Context: an optimization exercise on an open-source flow, tuned for small area, a short achievable clock period and few clock cycles per item. The choices shown serve that exercise and are no tape-out recipe.

==> run K: inputs <==
## systolic_top
module systolic_top #(
	parameter int MAX_K = 9
) (
	input wire clk,
	input wire rst,
	input logic start_i,
	input logic [systolic_pkg::K_W-1:0] k_i,
	input systolic_pkg::word_t a_rdata_i,  
	input systolic_pkg::word_t b_rdata_i,  
	output systolic_pkg::idx_t rd_index_o,
	output logic out_we_o,
	output systolic_pkg::idx_t out_index_o,
	output systolic_pkg::word_t out_wdata_o,
	output logic done_o
);
	localparam int K_W = systolic_pkg::K_W;
	localparam int CS_W = 21;
	logic run_q;              
	logic [K_W-1:0] t_q;      
	logic [1:0] r_q;          
	logic [K_W-1:0] klast_q;  
	logic [K_W-1:0] klast_in;
	logic [K_W-1:0] klast;
	logic idle;
	logic active;
	logic last;
	logic [7:0] a_q;          
	logic [31:0] b_q;         
	logic first1_q;           
	logic last1_q;            
	logic [1:0] r1_q;
	logic fin1_q;             
	logic [CS_W-1:0] cs_q [4];
	logic first2_q;
	logic last2_q;
	logic [1:0] r2_q;
	logic fin2_q;
	logic [7:0] acc_q [4];
	logic we_q;
	logic [1:0] wrow_q;
	logic done_q;
	always_comb begin
		if (k_i > K_W'(MAX_K)) begin
			klast_in = K_W'(MAX_K - 1);
		end else if (k_i == '0) begin
			klast_in = '0;
		end else begin
			klast_in = k_i - K_W'(1);
		end
	end
	assign idle = ~run_q & ~fin1_q & ~fin2_q & ~done_q;
	assign active = run_q | (idle & start_i);
	assign klast = run_q ? klast_q : klast_in;
	assign last = (t_q == klast);
	always_ff @(posedge clk or posedge rst) begin
		if (rst) begin
			run_q <= 1'b0;
			t_q <= '0;
			r_q <= '0;
			last1_q <= 1'b0;
			fin1_q <= 1'b0;
			last2_q <= 1'b0;
			fin2_q <= 1'b0;
			we_q <= 1'b0;
			done_q <= 1'b0;
		end else begin
			if (active) begin
				run_q <= ~(last & (r_q == 2'd3));
				if (last) begin
					t_q <= '0;
					r_q <= r_q + 2'd1;
				end else begin
					t_q <= t_q + K_W'(1);
				end
			end
			last1_q <= active & last;
			fin1_q <= active & last & (r_q == 2'd3);
			last2_q <= last1_q;
			fin2_q <= fin1_q;
			we_q <= last2_q;
			done_q <= fin2_q;
		end
	end
	always_ff @(posedge clk) begin
  ...
==> module systolic_top, before the edit <==
module systolic_top #(
	parameter int MAX_K = 9
) (
	input wire clk,
	input wire rst,
	input logic start_i,
	input logic [systolic_pkg::K_W-1:0] k_i,
	input systolic_pkg::word_t a_rdata_i,  
	input systolic_pkg::word_t b_rdata_i,  
	output systolic_pkg::idx_t rd_index_o,
	output logic out_we_o,
	output systolic_pkg::idx_t out_index_o,
	output systolic_pkg::word_t out_wdata_o,
	output logic done_o
);
	localparam int K_W = systolic_pkg::K_W;
	localparam int CS_W = 21;
	logic run_q;              
	logic [K_W-1:0] t_q;      
	logic [1:0] r_q;          
	logic [K_W-1:0] klast_q;  
	logic [K_W-1:0] klast_in;
	logic [K_W-1:0] klast;
	logic idle;
	logic active;
	logic last;
	logic [7:0] a_q;          
	logic [31:0] b_q;         
	logic first1_q;           
	logic last1_q;            
	logic [1:0] r1_q;
	logic fin1_q;             
	logic [CS_W-1:0] cs_q [4];
	logic first2_q;
	logic last2_q;
	logic [1:0] r2_q;
	logic fin2_q;
	logic [7:0] acc_q [4];
	logic we_q;
	logic [1:0] wrow_q;
	logic done_q;
	always_comb begin
		if (k_i > K_W'(MAX_K)) begin
			klast_in = K_W'(MAX_K - 1);
		end else if (k_i == '0) begin
			klast_in = '0;
		end else begin
			klast_in = k_i - K_W'(1);
		end
	end
	assign idle = ~run_q & ~fin1_q & ~fin2_q & ~done_q;
	assign active = run_q | (idle & start_i);
	assign klast = run_q ? klast_q : klast_in;
	assign last = (t_q == klast);
	always_ff @(posedge clk or posedge rst) begin
		if (rst) begin
			run_q <= 1'b0;
			t_q <= '0;
			r_q <= '0;
			last1_q <= 1'b0;
			fin1_q <= 1'b0;
			last2_q <= 1'b0;
			fin2_q <= 1'b0;
			we_q <= 1'b0;
			done_q <= 1'b0;
		end else begin
			if (active) begin
				run_q <= ~(last & (r_q == 2'd3));
				if (last) begin
					t_q <= '0;
					r_q <= r_q + 2'd1;
				end else begin
					t_q <= t_q + K_W'(1);
				end
			end
			last1_q <= active & last;
			fin1_q <= active & last & (r_q == 2'd3);
			last2_q <= last1_q;
			fin2_q <= fin1_q;
			we_q <= last2_q;
			done_q <= fin2_q;
		end
	end
	always_ff @(posedge clk) begin
		if (idle) begin
			klast_q <= klast_in;
		end
		first1_q <= (t_q == '0);
		first2_q <= first1_q;
		r1_q <= r_q;
		r2_q <= r1_q;
		wrow_q <= r2_q;
		b_q <= b_rdata_i;
		case (r_q)
			2'd0: a_q <= a_rdata_i[31:24];
			2'd1: a_q <= a_rdata_i[23:16];
			2'd2: a_q <= a_rdata_i[15:8];
			default: a_q <= a_rdata_i[7:0];
		endcase
	end
	for (genvar c = 0; c < 4; c++) begin : g_mac
		logic [CS_W-1:0] cs_d;
		logic [7:0] acc_in;
		logic [7:0] acc_d;
		mac_s1 s1_inst (
			.a_i(a_q),
			.b_i(b_q[31-8*c -: 8]),
			.cs_o(cs_d)
		);
		assign acc_in = first2_q ? 8'd0 : acc_q[c];
		mac_s2 s2_inst (
			.cs_i(cs_q[c]),
			.acc_i(acc_in),
			.y_o(acc_d)
		);
		always_ff @(posedge clk) begin
			cs_q[c] <= cs_d;
			acc_q[c] <= acc_d;
		end
		assign out_wdata_o[8*c +: 8] = acc_q[c];
	end
	assign rd_index_o = {4'b0, t_q};
	assign out_we_o = we_q;
	assign out_index_o = {6'b0, wrow_q};
	assign done_o = done_q;
endmodule
==> module mac_s1, before the edit <==
module mac_s1 (
	input wire [7:0] a_i,
	input wire [7:0] b_i,
	output wire [20:0] cs_o
);
	wire [7:0] pp0 = {8{a_i[0]}} & b_i[7:0];
	wire [6:0] pp1 = {7{a_i[1]}} & b_i[6:0];
	wire [5:0] pp2 = {6{a_i[2]}} & b_i[5:0];
	wire [4:0] pp3 = {5{a_i[3]}} & b_i[4:0];
	wire [3:0] pp4 = {4{a_i[4]}} & b_i[3:0];
	wire [2:0] pp5 = {3{a_i[5]}} & b_i[2:0];
	wire [1:0] pp6 = {2{a_i[6]}} & b_i[1:0];
	wire [0:0] pp7 = {1{a_i[7]}} & b_i[0:0];
	wire w1;
	wire w2;
	wire w3;
	wire w4;
	wire w5;
	wire w6;
	wire w7;
	wire w8;
	wire w9;
	wire w10;
	wire w11;
	wire w12;
	wire w13;
	wire w14;
	wire w15;
	wire w16;
	wire w17;
	wire w18;
	wire w19;
	wire w20;
	wire w21;
	wire w22;
	wire w23;
	wire w24;
	wire w25;
	assign w1 = pp0[6] ^ pp1[5];
	assign w2 = pp0[6] & pp1[5];
	assign w3 = pp0[7] ^ pp1[6] ^ pp2[5];
	assign w4 = pp3[4] ^ pp4[3];
	assign w5 = pp0[4] ^ pp1[3];
	assign w6 = pp0[4] & pp1[3];
	assign w7 = pp0[5] ^ pp1[4] ^ pp2[3];
	assign w8 = (pp0[5] & pp1[4]) | (pp0[5] & pp2[3]) | (pp1[4] & pp2[3]);
	assign w9 = pp3[2] ^ pp4[1];
	assign w10 = pp3[2] & pp4[1];
	assign w11 = pp2[4] ^ pp3[3] ^ pp4[2];
	assign w12 = (pp2[4] & pp3[3]) | (pp2[4] & pp4[2]) | (pp3[3] & pp4[2]);
	assign w13 = pp5[1] ^ pp6[0] ^ w1;
	assign w14 = (pp5[1] & pp6[0]) | (pp5[1] & w1) | (pp6[0] & w1);
	assign w15 = pp5[2] ^ pp6[1] ^ pp7[0];
	assign w16 = w3 ^ w4 ^ w2;
	assign w17 = pp0[3] ^ pp1[2];
	assign w18 = pp0[3] & pp1[2];
	assign w19 = pp2[2] ^ pp3[1] ^ pp4[0];
	assign w20 = (pp2[2] & pp3[1]) | (pp2[2] & pp4[0]) | (pp3[1] & pp4[0]);
	assign w21 = pp5[0] ^ w7 ^ w9;
	assign w22 = (pp5[0] & w7) | (pp5[0] & w9) | (w7 & w9);
	assign w23 = w11 ^ w13 ^ w8;
	assign w24 = (w11 & w13) | (w11 & w8) | (w13 & w8);
	assign w25 = w15 ^ w16 ^ w12;
	assign cs_o = {w24, w25, w14, w22, w23, w10, w20, w21, w6, w18, w19, w5, w17, pp3[0], pp2[1], pp2[0], pp1[1], pp0[2], pp1[0], pp0[1], pp0[0]};
endmodule
==> module mac_s2, before the edit <==
module mac_s2 (
	input wire [20:0] cs_i,
	input wire [7:0] acc_i,
	output wire [7:0] y_o
);
	wire w1;
	wire w2;
	wire w3;
	wire w4;
	wire w5;
	wire w6;
	wire w7;
	wire w8;
	wire w9;
	wire w10;
	wire w11;
	wire w12;
	wire w13;
	wire w14;
	wire w15;
	wire w16;
	wire w17;
	wire w18;
	wire w19;
	wire w20;
	wire w21;
	wire w22;
	wire w23;
	wire w24;
	assign w1 = cs_i[3] ^ cs_i[4];
	assign w2 = cs_i[3] & cs_i[4];
	assign w3 = cs_i[6] ^ cs_i[7] ^ cs_i[8];
	assign w4 = (cs_i[6] & cs_i[7]) | (cs_i[6] & cs_i[8]) | (cs_i[7] & cs_i[8]);
	assign w5 = cs_i[9] ^ cs_i[10] ^ cs_i[11];
	assign w6 = (cs_i[9] & cs_i[10]) | (cs_i[9] & cs_i[11]) | (cs_i[10] & cs_i[11]);
	assign w7 = cs_i[12] ^ cs_i[13] ^ cs_i[14];
	assign w8 = (cs_i[12] & cs_i[13]) | (cs_i[12] & cs_i[14]) | (cs_i[13] & cs_i[14]);
	assign w9 = cs_i[15] ^ cs_i[16] ^ cs_i[17];
	assign w10 = (cs_i[15] & cs_i[16]) | (cs_i[15] & cs_i[17]) | (cs_i[16] & cs_i[17]);
	assign w11 = cs_i[18] ^ cs_i[19] ^ cs_i[20];
	assign w12 = cs_i[1] ^ cs_i[2];
	assign w13 = cs_i[1] & cs_i[2];
	assign w14 = cs_i[5] ^ acc_i[2] ^ w1;
	assign w15 = (cs_i[5] & acc_i[2]) | (cs_i[5] & w1) | (acc_i[2] & w1);
	assign w16 = acc_i[3] ^ w3 ^ w2;
	assign w17 = (acc_i[3] & w3) | (acc_i[3] & w2) | (w3 & w2);
	assign w18 = acc_i[4] ^ w5 ^ w4;
	assign w19 = (acc_i[4] & w5) | (acc_i[4] & w4) | (w5 & w4);
	assign w20 = acc_i[5] ^ w7 ^ w6;
	assign w21 = (acc_i[5] & w7) | (acc_i[5] & w6) | (w7 & w6);
	assign w22 = acc_i[6] ^ w9 ^ w8;
	assign w23 = (acc_i[6] & w9) | (acc_i[6] & w8) | (w9 & w8);
	assign w24 = acc_i[7] ^ w11 ^ w10;
	assign y_o = {w24, w22, w20, w18, w16, w14, acc_i[1], cs_i[0]} + {w23, w21, w19, w17, w15, w13, w12, acc_i[0]};
endmodule
==> flow/config.mk <==
export PLATFORM = sky130hd
export DESIGN_NAME = systolic_top
export DESIGN_NICKNAME = systolic_top
export VERILOG_FILES = /design/flow/design.v
export SDC_FILE = /design/flow/constraint.sdc
export NUM_CORES = 4
export LEC_CHECK = 0
export CAP_MARGIN = 20
export CORE_MARGIN = 2
export CORE_UTILIZATION = 40
export SLEW_MARGIN = 20
==> flow/constraint.sdc <==
create_clock -name core_clock -period 5.0 [get_ports {clk}]
set_input_delay 1.0000 -clock core_clock [delete_from_list [all_inputs] [get_ports {clk}]]
set_output_delay 1.0000 -clock core_clock [all_outputs]
set_load 0.01 [all_outputs]
run.sh (not shown) runs the stock make flow with config.mk's settings and CLKGATE_MAP_FILE= SYNTH_SCRIPT=/design/flow/synth_recipe.tcl, a recipe that flattens the netlist after the stock synthesis.
==> run C: changes against run K <==
--- a/flow/design.v
+++ b/flow/design.v
@@ -166,4 +166,6 @@
 	logic [K_W-1:0] klast_q;  
+	logic k1_q;               
+	logic last_q;             
 	logic [K_W-1:0] klast_in;
-	logic [K_W-1:0] klast;
+	logic k1_in;
 	logic idle;
@@ -171,2 +173,3 @@
 	logic last;
+	logic last_d;
 	logic [7:0] a_q;          
@@ -197,4 +200,13 @@
 	assign active = run_q | (idle & start_i);
-	assign klast = run_q ? klast_q : klast_in;
-	assign last = (t_q == klast);
+	assign k1_in = (k_i[K_W-1:1] == '0);
+	assign last = run_q ? last_q : k1_in;
+	always_comb begin
+		if (last) begin
+			last_d = run_q ? k1_q : k1_in;  
+		end else if (run_q) begin
+			last_d = (t_q + K_W'(1) == klast_q);
+		end else begin
+			last_d = (k_i == K_W'(2));
+		end
+	end
 	always_ff @(posedge clk or posedge rst) begin
@@ -202,2 +214,3 @@
 			run_q <= 1'b0;
+			last_q <= 1'b0;
 			t_q <= '0;
@@ -213,2 +226,3 @@
 				run_q <= ~(last & (r_q == 2'd3));
+				last_q <= last_d;
 				if (last) begin
@@ -231,2 +245,3 @@
 			klast_q <= klast_in;
+			k1_q <= k1_in;
 		end
==> flow/flow/run.sh (new file) <==
#!/bin/bash
# The standard layout, with buf_1 cells as the port buffers.
export BUFFER_PORTS_ARGS="-buffer_cell sky130_fd_sc_hd__buf_1"
bash standard.sh > standard.log 2>&1
==> flow/standard.sh (new file) <==
#!/bin/bash
# synth_recipe.tcl (not shown) runs the flow's synth.tcl, then flattens the netlist and writes it again
# the make line also repeats each setting of config.mk as NAME=value (left out here)
make -C /OpenROAD-flow-scripts/flow DESIGN_CONFIG=/design/flow/config.mk WORK_HOME=/design/flow/orfs CLKGATE_MAP_FILE= SYNTH_SCRIPT=/design/flow/synth_recipe.tcl "${@:-finish}"
- SETUP_SLACK_MARGIN: not set -> 2.5
removed: flow/run.sh
==> run M: changes against run K <==
==> flow/design.v (replaced) <==
`default_nettype none
package systolic_pkg;
	localparam int ELEM_W = 8;  
	localparam int DIM = 4;  
	localparam int WORD_W = DIM * ELEM_W;
	localparam int IDX_W = 8;
	localparam int K_W = 4;
	localparam int ROW_W = $clog2(DIM);  
	typedef logic [ELEM_W-1:0] elem_t;
	typedef elem_t lane_vec_t [DIM];  
	typedef logic [WORD_W-1:0] word_t;
	typedef logic [IDX_W-1:0] idx_t;
	typedef enum logic [2:0] {
		SEQ_IDLE,
		SEQ_FEED,
		SEQ_DRAIN,
		SEQ_WRITE,
		SEQ_DONE
	} seq_state_t;
endpackage
`default_nettype wire
`timescale 1ns/1ns
`default_nettype none
module systolic_top #(
	parameter int MAX_K = 9
) (
	input wire clk,
	input wire rst,
	input logic start_i,
	input logic [systolic_pkg::K_W-1:0] k_i,
	input systolic_pkg::word_t a_rdata_i,  
	input systolic_pkg::word_t b_rdata_i,  
	output systolic_pkg::idx_t rd_index_o,
	output logic out_we_o,
	output systolic_pkg::idx_t out_index_o,
	output systolic_pkg::word_t out_wdata_o,
	output logic done_o
);
	localparam int K_W = systolic_pkg::K_W;
	logic run_q;              
	logic [K_W-1:0] t_q;      
	logic [1:0] r_q;          
	logic [K_W-1:0] klast_q;  
	logic [K_W-1:0] klast_in;
	logic [K_W-1:0] klast;
	logic idle;
	logic active;
	logic last;
	logic [7:0] a_q;          
	logic [31:0] b_q;         
	logic first_q;            
	logic last_q;             
	logic [1:0] r1_q;
	logic fin_q;              
	logic [7:0] acc_q [4];
	logic we_q;
	logic [1:0] wrow_q;
	logic done_q;
	always_comb begin
		if (k_i > K_W'(MAX_K)) begin
			klast_in = K_W'(MAX_K - 1);
		end else if (k_i == '0) begin
			klast_in = '0;
		end else begin
			klast_in = k_i - K_W'(1);
		end
	end
	assign idle = ~run_q & ~fin_q & ~done_q;
	assign active = run_q | (idle & start_i);
	assign klast = run_q ? klast_q : klast_in;
	assign last = (t_q == klast);
	always_ff @(posedge clk or posedge rst) begin
		if (rst) begin
			run_q <= 1'b0;
			t_q <= '0;
			r_q <= '0;
			last_q <= 1'b0;
			fin_q <= 1'b0;
			we_q <= 1'b0;
			done_q <= 1'b0;
		end else begin
			if (active) begin
				run_q <= ~(last & (r_q == 2'd3));
				if (last) begin
					t_q <= '0;
					r_q <= r_q + 2'd1;
				end else begin
					t_q <= t_q + K_W'(1);
				end
			end
			last_q <= active & last;
			fin_q <= active & last & (r_q == 2'd3);
			we_q <= last_q;
			done_q <= fin_q;
		end
	end
	always_ff @(posedge clk) begin
		if (idle) begin
			klast_q <= klast_in;
		end
		first_q <= (t_q == '0);
		r1_q <= r_q;
		wrow_q <= r1_q;
		b_q <= b_rdata_i;
		case (r_q)
			2'd0: a_q <= a_rdata_i[31:24];
			2'd1: a_q <= a_rdata_i[23:16];
			2'd2: a_q <= a_rdata_i[15:8];
			default: a_q <= a_rdata_i[7:0];
		endcase
	end
	for (genvar c = 0; c < 4; c++) begin : g_mac
		logic [7:0] acc_in;
		assign acc_in = first_q ? 8'd0 : acc_q[c];
		always_ff @(posedge clk) begin
			acc_q[c] <= acc_in + a_q * b_q[31-8*c -: 8];
		end
		assign out_wdata_o[8*c +: 8] = acc_q[c];
	end
	assign rd_index_o = {4'b0, t_q};
	assign out_we_o = we_q;
	assign out_index_o = {6'b0, wrow_q};
	assign done_o = done_q;
endmodule
`default_nettype wire
- ABC_CLOCK_PERIOD_IN_PS: not set -> 2000
==> run E: changes against run K <==
--- a/flow/design.v
+++ b/flow/design.v
@@ -166,4 +166,6 @@
 	logic [K_W-1:0] klast_q;  
+	logic k1_q;               
+	logic last_q;             
 	logic [K_W-1:0] klast_in;
-	logic [K_W-1:0] klast;
+	logic k1_in;
 	logic idle;
@@ -171,2 +173,3 @@
 	logic last;
+	logic last_d;
 	logic [7:0] a_q;          
@@ -197,4 +200,13 @@
 	assign active = run_q | (idle & start_i);
-	assign klast = run_q ? klast_q : klast_in;
-	assign last = (t_q == klast);
+	assign k1_in = (k_i[K_W-1:1] == '0);
+	assign last = run_q ? last_q : k1_in;
+	always_comb begin
+		if (last) begin
+			last_d = run_q ? k1_q : k1_in;  
+		end else if (run_q) begin
+			last_d = (t_q + K_W'(1) == klast_q);
+		end else begin
+			last_d = (k_i == K_W'(2));
+		end
+	end
 	always_ff @(posedge clk or posedge rst) begin
@@ -202,2 +214,3 @@
 			run_q <= 1'b0;
+			last_q <= 1'b0;
 			t_q <= '0;
@@ -213,2 +226,3 @@
 				run_q <= ~(last & (r_q == 2'd3));
+				last_q <= last_d;
 				if (last) begin
@@ -231,2 +245,3 @@
 			klast_q <= klast_in;
+			k1_q <= k1_in;
 		end
- SETUP_SLACK_MARGIN: not set -> 2.9
==> comparison table <==
                                                                        run C                   run M                    run K                   run E
Gate Count Post-Synth                                                     853                     756                      839                     853
Fraction of area in registers                                          0.3611                  0.2204                   0.3430                  0.3341
Initial Utilization                                                    0.4107                  0.4045                   0.4081                  0.4107
Setup CP Type                                          flip-flop to flip-flop  flip-flop to flip-flop  input port to flip-flop  flip-flop to flip-flop
Sequential cell count                                                     183                      92                      181                     183
CP startpoint kind                                                  flip-flop               flip-flop               input port               flip-flop
Total Routing Usage GR                                                 0.1486                  0.1674                   0.1481                  0.1566
GRT met3 Usage                                                        0.04453                 0.04260                  0.05330                 0.05214
Count of non-filler cells in the finished layout                        1,265                   1,093                    1,244                   1,278
Max frequency                                                      0.4058 GHz              0.2459 GHz               0.3190 GHz              0.4162 GHz
Non-clock inverter instance count of the final layout                     119                     140                      118                     119
Outcome                                      no timing/DRC/antenna violations  no timing/DRC/antenna violations  no timing/DRC/antenna violations  no timing/DRC/antenna violations
Number of enable flip-flop cells after synthesis                            5                       4                        4                       5
Number of H-tree levels                                                     4                       3                        4                       4
Critical Path Slowest Stage Cell                                         fa_1                 dfxtp_1          clkdlybuf4s50_1                    fa_1
Die extent in x                                                 154.2 microns           138.1 microns            153.4 microns           154.2 microns
Data arrival time at the worst-slack endpoint                         2.82 ns                 4.31 ns                  3.45 ns                 2.78 ns
Critical path data required time                                      5.36 ns                 5.24 ns                  5.32 ns                 5.37 ns
No run of this note included a check of the RTL's function; only the layout flow was run.

[port drivers added, routing unchanged]
The results above use ideal ports. As a check the final layouts listed here were re-extracted and re-timed, cells and wires unchanged.
Step 1 assumes that a clkbuf_16 drives the clock port and a buf_2 every other input.
Step 2 adds t to the input delays and takes it off the output delays; t is the mean of the earliest and latest rising clock arrival at the registers after step 1. Input paths then give back, and output paths get back, about the clock's delay inside the block.
Slacks: ideal ports / drivers / drivers and shift; pairs: ideal ports / drivers.
| run | t (ns) | slack for setup (ns) | cell pins on the clock port's net |
|---|---|---|---|
| run K | 0.466 | 1.865 / 1.884 / 1.419 | 1 |
| run C | 0.469 | 2.535 / 2.535 / 2.535 | 1 |
| run M | 0.399 | 0.933 / 0.933 / 0.933 | 1 |
| run E | 0.474 | 2.597 / 2.597 / 2.549 | 1 |
After both steps setup and hold are still met in every run listed. For run K, which loses most, drivers alone change the setup slack by +0.019 ns; drivers and shift together by -0.446 ns.
